What follows belongs to an exercise in optimizing a design on an open flow for a short achievable clock period; a production flow would make more cautious choices.
Only simulation tests tie the RTL to the original design; equivalence was not proved.
Power and IR drop assume default switching activity.

==> design/flow/design.v <==
module icache_assoc #(
  parameter int SETS        = 8,
  parameter int WAYS        = 2,
  parameter int BLOCK_WORDS = 2
) (
  input  logic        CLK,
  input  logic        RST,
  input  logic        imemREN,
  input  logic [31:0] imemaddr,
  input  logic        dmemREN,
  input  logic        dmemWEN,
  input  logic        iflush,
  output logic        ihit,
  output logic [31:0] imemload,
  output logic        iREN,
  output logic [31:0] iaddr,
  input  logic        iwait,
  input  logic [31:0] iload,
  output logic [31:0] hit_count,
  output logic [31:0] miss_count
);
  localparam int BO = $clog2(BLOCK_WORDS);
  localparam int IW = $clog2(SETS);
  localparam int TW = 30 - BO - IW;
  localparam int WW = (WAYS > 1) ? $clog2(WAYS) : 1;
  localparam int CW = (BO > 0) ? BO : 1;
  localparam logic [31:0]   OFF_MASK  = 32'(BLOCK_WORDS * 4 - 1);
  localparam logic [CW-1:0] LAST_WORD = CW'(BLOCK_WORDS - 1);
  typedef enum logic {S_LOOKUP = 1'b0, S_FILL = 1'b1} state_t;
  state_t state_q, state_d;
  logic [31:0]     data_mem [SETS][WAYS][BLOCK_WORDS];
  logic [TW-1:0]   tag_mem  [SETS][WAYS];
  logic [SETS-1:0][WAYS-1:0] valid_q, valid_d;
  logic [SETS-1:0][WAYS-1:0] nvalid_q;
  logic [SETS-1:0][WW-1:0]   ptr_q, ptr_d;
  logic [31:0]   fill_addr_q, fill_addr_d;
  logic [WW-1:0] victim_q, victim_d;
  logic [CW-1:0] word_cnt_q, word_cnt_d;
  logic [31:0]   hit_count_q, hit_count_d;
  logic [31:0]   miss_count_q, miss_count_d;
  logic [IW-1:0] req_idx;
  logic [TW-1:0] req_tag;
  logic [CW-1:0] req_off;
  logic [IW-1:0] fill_idx;
  logic [TW-1:0] fill_tag;
  logic          unused_addr_bits;
  assign req_idx          = imemaddr[BO+2 +: IW];
  assign req_tag          = imemaddr[31 -: TW];
  assign fill_idx         = fill_addr_q[BO+2 +: IW];
  assign fill_tag         = fill_addr_q[31 -: TW];
  assign unused_addr_bits = ^imemaddr[1:0];
  generate
    if (BO > 0) begin : g_off
      assign req_off = imemaddr[2 +: CW];
    end else begin : g_no_off
      assign req_off = '0;
    end
  endgenerate
  logic [SETS-1:0] set_sel;
  logic [SETS-1:0][WAYS-1:0] sw_eq, sw_match, sw_match_b;
  logic [WAYS-1:0] way_match, way_match_b;
  always_comb begin
    for (int s = 0; s < SETS; s++) begin
      set_sel[s] = (req_idx == IW'(s));
      for (int w = 0; w < WAYS; w++) begin
        sw_eq[s][w]      = (tag_mem[s][w] == req_tag);
        sw_match[s][w]   = valid_q[s][w] && sw_eq[s][w];
        sw_match_b[s][w] = !nvalid_q[s][w] && sw_eq[s][w];
      end
    end
    for (int w = 0; w < WAYS; w++) begin
      way_match[w]   = 1'b0;
      way_match_b[w] = 1'b0;
      for (int s = 0; s < SETS; s++) begin
        way_match[w]   = way_match[w] | (set_sel[s] & sw_match[s][w]);
        way_match_b[w] = way_match_b[w] | (set_sel[s] & sw_match_b[s][w]);
      end
    end
  end
  logic [WAYS-1:0][31:0] way_word;
  always_comb begin
    for (int w = 0; w < WAYS; w++)
      way_word[w] = data_mem[req_idx][w][req_off];
  end
  logic [WW-1:0] victim_sel;
  always_comb begin
    victim_sel = ptr_q[req_idx];
    for (int w = WAYS - 1; w >= 0; w--)
      if (!valid_q[req_idx][w]) victim_sel = WW'(w);
  end
  logic dmem_busy, lookup_ok, lookup_hit, miss_start, word_take, fill_last, fill_done;
  logic [WAYS-1:0] way_hit, way_hit_b;
  assign dmem_busy  = dmemREN | dmemWEN;
  assign lookup_ok  = (state_q == S_LOOKUP) && imemREN && !dmem_busy;
  assign lookup_hit = lookup_ok && (|way_match);
  assign miss_start = lookup_ok && !(|way_match) && !iflush;
  assign word_take  = (state_q == S_FILL) && !iwait;
  assign fill_last  = word_take && (word_cnt_q == LAST_WORD);
  assign fill_done  = fill_last && !iflush;
  always_comb begin
    for (int w = 0; w < WAYS; w++) begin
      way_hit[w]   = way_match[w];
      way_hit_b[w] = way_match_b[w];
    end
  end
  always_ff @(posedge CLK or posedge RST) begin
    if (RST) state_q <= S_LOOKUP;
    else     state_q <= state_d;
  end
  always_comb begin
    state_d = state_q;
    case (state_q)
      S_LOOKUP: if (miss_start) state_d = S_FILL;
      S_FILL:   if (iflush || fill_last) state_d = S_LOOKUP;
    endcase
  end
  always_comb begin
    ihit     = lookup_ok && (|way_match_b);
    imemload = '0;
    for (int w = 0; w < WAYS; w++) begin
      imemload[15:0]  = imemload[15:0] | ({16{way_hit[w]}} & (way_word[w][15:0] & {16{lookup_ok}}));
      imemload[31:16] = imemload[31:16] | ({16{way_hit_b[w]}} & (way_word[w][31:16] & {16{lookup_ok}}));
    end
    iREN     = (state_q == S_FILL);
    iaddr    = (state_q == S_FILL) ? (fill_addr_q | (32'(word_cnt_q) << 2)) : 32'd0;
  end
  always_comb begin
    valid_d      = valid_q;
    ptr_d        = ptr_q;
    fill_addr_d  = fill_addr_q;
    victim_d     = victim_q;
    word_cnt_d   = word_cnt_q;
    hit_count_d  = hit_count_q;
    miss_count_d = miss_count_q;
    if (state_q == S_LOOKUP) begin
      fill_addr_d = imemaddr & ~OFF_MASK;
      victim_d    = victim_sel;
      word_cnt_d  = '0;
    end
    if (state_q == S_FILL) valid_d[fill_idx][victim_q] = 1'b0;
    if (word_take) word_cnt_d = word_cnt_q + 1'b1;
    if (fill_done) begin
      valid_d[fill_idx][victim_q] = 1'b1;
      ptr_d[fill_idx] = (WAYS > 1) ? ptr_q[fill_idx] + 1'b1 : '0;
    end
    if (iflush) begin
      for (int s = 0; s < SETS; s++) begin
        valid_d[s] = '0;
        ptr_d[s]   = '0;
      end
    end
    if (lookup_hit && (hit_count_q != 32'hFFFF_FFFF)) hit_count_d = hit_count_q + 32'd1;
    if (miss_start && (miss_count_q != 32'hFFFF_FFFF)) miss_count_d = miss_count_q + 32'd1;
  end
  always_ff @(posedge CLK or posedge RST) begin
    if (RST) begin
      for (int s = 0; s < SETS; s++) begin
        valid_q[s]  <= '0;
        nvalid_q[s] <= '1;
        ptr_q[s]    <= '0;
      end
      fill_addr_q  <= '0;
      victim_q     <= '0;
      word_cnt_q   <= '0;
      hit_count_q  <= '0;
      miss_count_q <= '0;
    end else begin
      valid_q      <= valid_d;
      nvalid_q     <= ~valid_d;
      ptr_q        <= ptr_d;
      fill_addr_q  <= fill_addr_d;
      victim_q     <= victim_d;
      word_cnt_q   <= word_cnt_d;
      hit_count_q  <= hit_count_d;
      miss_count_q <= miss_count_d;
    end
  end
  always_ff @(posedge CLK) begin
    if (word_take) data_mem[fill_idx][victim_q][word_cnt_q] <= iload;
    if (fill_done) tag_mem[fill_idx][victim_q] <= fill_tag;
  end
  assign hit_count  = hit_count_q;
  assign miss_count = miss_count_q;
endmodule
==> design/flow/run.sh <==
#!/bin/bash
# synth_recipe.tcl (not shown) runs the flow's synth.tcl, then flattens the netlist and writes it again
# the make line also repeats each setting of config.mk as NAME=value (left out here)
make -C /OpenROAD-flow-scripts/flow DESIGN_CONFIG=/design/flow/config.mk WORK_HOME=/design/flow/orfs CLKGATE_MAP_FILE= SYNTH_SCRIPT=/design/flow/synth_recipe.tcl finish
==> design/flow/config.mk <==
export PLATFORM = sky130hd
export DESIGN_NAME = icache_assoc
export DESIGN_NICKNAME = icache_assoc
export VERILOG_FILES = /design/flow/design.v
export SDC_FILE = /design/flow/constraint.sdc
export NUM_CORES = 4
export LEC_CHECK = 0
export CAP_MARGIN = 20
export CORE_MARGIN = 2
export CORE_UTILIZATION = 40
export SETUP_SLACK_MARGIN = 3.5
export SLEW_MARGIN = 20
==> design/flow/constraint.sdc <==
create_clock -name core_clock -period 7.0 [get_ports {CLK}]
set_input_delay 1.4000 -clock core_clock [delete_from_list [all_inputs] [get_ports {CLK}]]
set_output_delay 1.4000 -clock core_clock [all_outputs]
set_load 0.01 [all_outputs]
==> flow_summary.ini <==
[routing]
ant_nets = 0
drtPass1Iterations = 5
vias = 37300
post_drt_wl_per_cell_um = 30.4
drt_iter0_drc = 4207
finalWirelength_mm = 198
avgViaCountPerCell = 5.72
drcViolationCount = 0

[critical_path]
crit_family = buffers and inverters
timing.rr.end = data_mem[10][8]
start_kind = primary input
crit_slowest_cell = nor4_4
cp_cell_sequence = clkbuf_4, buf_12, buf_4, xnor2_2, nand4_1, nor4_4, buf_4, nand3b_1, o2111ai_4, nor3_4, buf_12, buf_12, a21oi_2, o211a_1, buf_6
crit_path_start = imemaddr[16]
required_ps = 5600
r2r_cells = 8
crit_buf_inv = 7
crit_path_end_kind = primary output
crit_type = primary input to primary output
crit_fanout = 7
critPathArrivalTime_ps = 4100
r2r_slack_ps = 3730
cpMostUsedCell = buf_12
timing.rr.start = state_q
max_stage_delay_ps = 380

[sta]
min_period_over_period = 0.786
min_period_ps = 5500
finalSetupTns_ps = 0
slew_violations = 0
hold_viol = 0
setup_viol = 0
rsz0062_at_grt = yes
skew_ps = 43.7
worst_slack_ps = 1500
max_freq_mhz = 182
worst_pin_slew_ps = 1160
slew_headroom = 0.228

[global_route]
grt_pass1_wl_mm = 278
grt_pass1_vias = 36800
grt_usage = 0.235
grt_start_max_net_pins = 137
gr-total-overflow = 0
antenna_found_initial = 13

[floorplan]
row_count = 148
die-area_sq_mm = 0.166
die_w_um = 408
die_h_um = 408
ioPinCount = 201
core_sq_mm = 0.162
start_util = 0.402

[placement]
gp_congestion = 0.882
hpwl_mm = 107
place_ws_ps = 414
portBuffers = 196

[logic_synthesis]
synth_edf_count = 1440
syn_area_per_cell_sq_um = 18.2
synth_cells = 3587
synthArstFlopShare = 0.0863
synth-main-ff-cell = edfxtp_1
yosys_warnings = 1
ys_ff_latch = 1576
seq_area_frac_synth = 0.715
netlist_area_sq_mm = 0.0652
synthDistinctLibCells = 65

[pwr]
peakVddDrop_uv = 256
leakagePower_nw = 27.6
power.density_mw_per_mm2 = 249

[clocking]
clk_pin_slew_ps = 60
cts_sinks = 1576
clock_latency_ps = 820
cts_inserted_buffers = 167
cts_max_level = 4
cts_max_path_buffers = 3
clk_root_buffer_cell = clkbuf_16
cts_tree = yes
ctsHoldBuffers = 0

[worst_hold_path]
hold_end = tag_mem[12][5]
worstHoldPathCells = 0
min-delay-start = fill_addr_q[11]
hold_class = flip-flop to flip-flop

[cells_and_area]
nNetsFinal = 4290
fillers = 13100
drive_above_1_share = 0.348
final_cell_mix = 1440 x edfxtp_1, 289 x mux4_2, 283 x xnor2_1, 247 x buf_4, 221 x nand4_1
layout_commonest_cell = edfxtp_1
area_growth_pct = 26.4

[job]
maxCapViolCount = 0

[status]
status = no timing/DRC/antenna violations
[cell type report]
class                      instances  area (sq um)  area share
multi-input combinational       1770         20400       0.247
timing repair buffer             621          7030      0.0853
sequential                      1576         46700       0.566
inverter                          72           278     0.00337
antenna                            3          7.51   0.0000910
tap                             2175          2720      0.0330
clock inverter                    84           861      0.0104
clock buffer                     222          4540      0.0550
[cells by family after synthesis]
| family | after synthesis | share of synthesized area |
|---|---|---|
| AOI/OAI and AO/OA | 159 | 0.0174 |
| and+or+nand+nor | 736 | 0.0649 |
| muxes | 376 | 0.114 |
| xor gates and xnor gates | 479 | 0.0643 |
| buffers and inverters | 249 | 0.0222 |
| adders and majority gates | 11 | 0.00211 |
| DFF | 1576 | 0.715 |
| other | 1 | 0.0000575 |
[synthesized netlist by cell type, types with 34 or more instances]
cell type / count / area, sq um
nor3_1: 52 / 260
nor4_1: 37 / 231
edfxtp_1: 1440 / 43200
inv_1: 40 / 150
nand3_1: 60 / 300
and2_1: 68 / 425
buf_6: 43 / 484
clkbuf_1: 43 / 161
mux4_2: 289 / 6510
nand2_1: 93 / 349
buf_2: 54 / 270
nor2_1: 73 / 274
dfrtp_1: 120 / 3000
mux2i_1: 53 / 531
nand4_1: 221 / 1380
xnor2_1: 448 / 3920
nor2b_1: 34 / 213
[metal layers]
metal	share of wire	GRT usage
met3	0.078	0.0416
met5	0.00060	0
met1	0.40	0.318
met4	0.038	0.0805
met2	0.48	0.384
[registers in the layout, indices dropped and copies added (netlist names)]
register,count
data_mem,1024
fill_addr_q,29
hit_count_q,32
miss_count_q,32
nvalid_q,16
ptr_q,8
state_q,1
tag_mem,416
valid_q,16
victim_q,1
word_cnt_q,1
[where the power goes]
part | total (W) | switching (W) | internal [W]
logic | 0.00148 | 0.000863 | 0.000616
registers | 0.0104 | 0.0000314 | 0.0103
clock network | 0.00871 | 0.00378 | 0.00493
[worst max-delay path by stage]
stage,slack (ps),depth (start not counted),to
floorplan,2530,11,imemload[10]
global placement,210,13,imemload[21]
detailed placement,410,13,imemload[9]
CTS,1530,18,imemload[9]
global route,1440,16,imemload[29]
finish,1500,15,imemload[21]
[through the flow]
stage               total power, W  hold slack [ps]  cells  cell area (sq um)  utilization
finish                      0.0206              467   6523              82500        0.508
global route                0.0211              490   6522              82500        0.508
CTS                         0.0206              467   6468              80900        0.498
detailed placement          0.0118              453   5939              71100        0.438
global placement            0.0117              447   5936              71100        0.438
floorplan                   0.0113              460   3588              66300            -
[what timing repair did]
item                                   4_1_cts  5_1_grt
buffers inserted                           203       45
cloned                                      20        6
pin swaps                                  116      110
gates resized for setup                    707      230
endpoints found under the hold margin        0        0
setup endpoints to repair                  691      324

[re-timing with driven ports]
In the flow no input, the clock included, has a driving cell. The finished layout below was timed again as built, in two steps.
Step 1 (the two cells are an assumption about what drives the block):
set clk [get_ports {CLK}]
set_driving_cell -lib_cell sky130_fd_sc_hd__clkbuf_16 $clk
set_driving_cell -lib_cell sky130_fd_sc_hd__buf_2 [delete_from_list [all_inputs] $clk]
Step 2 times the ports against the registers' clock, not the clock port: input delays grow and output delays shrink by t, the midpoint of the rising clock arrivals with the driver on.
a / b / c = ideal ports / drivers / drivers and shift; a / b = the first two.
shift t [ns]: 0.885
setup WS [ns]: 1.500 / 1.464 / 1.464
hold WS [ns]: 0.467 / 0.467 / 0.467
worst setup path at the end: input to output
After both steps setup and hold are still met in this run. The setup slack of this run moves by -0.036 ns with the drivers and by -0.036 ns with both steps.
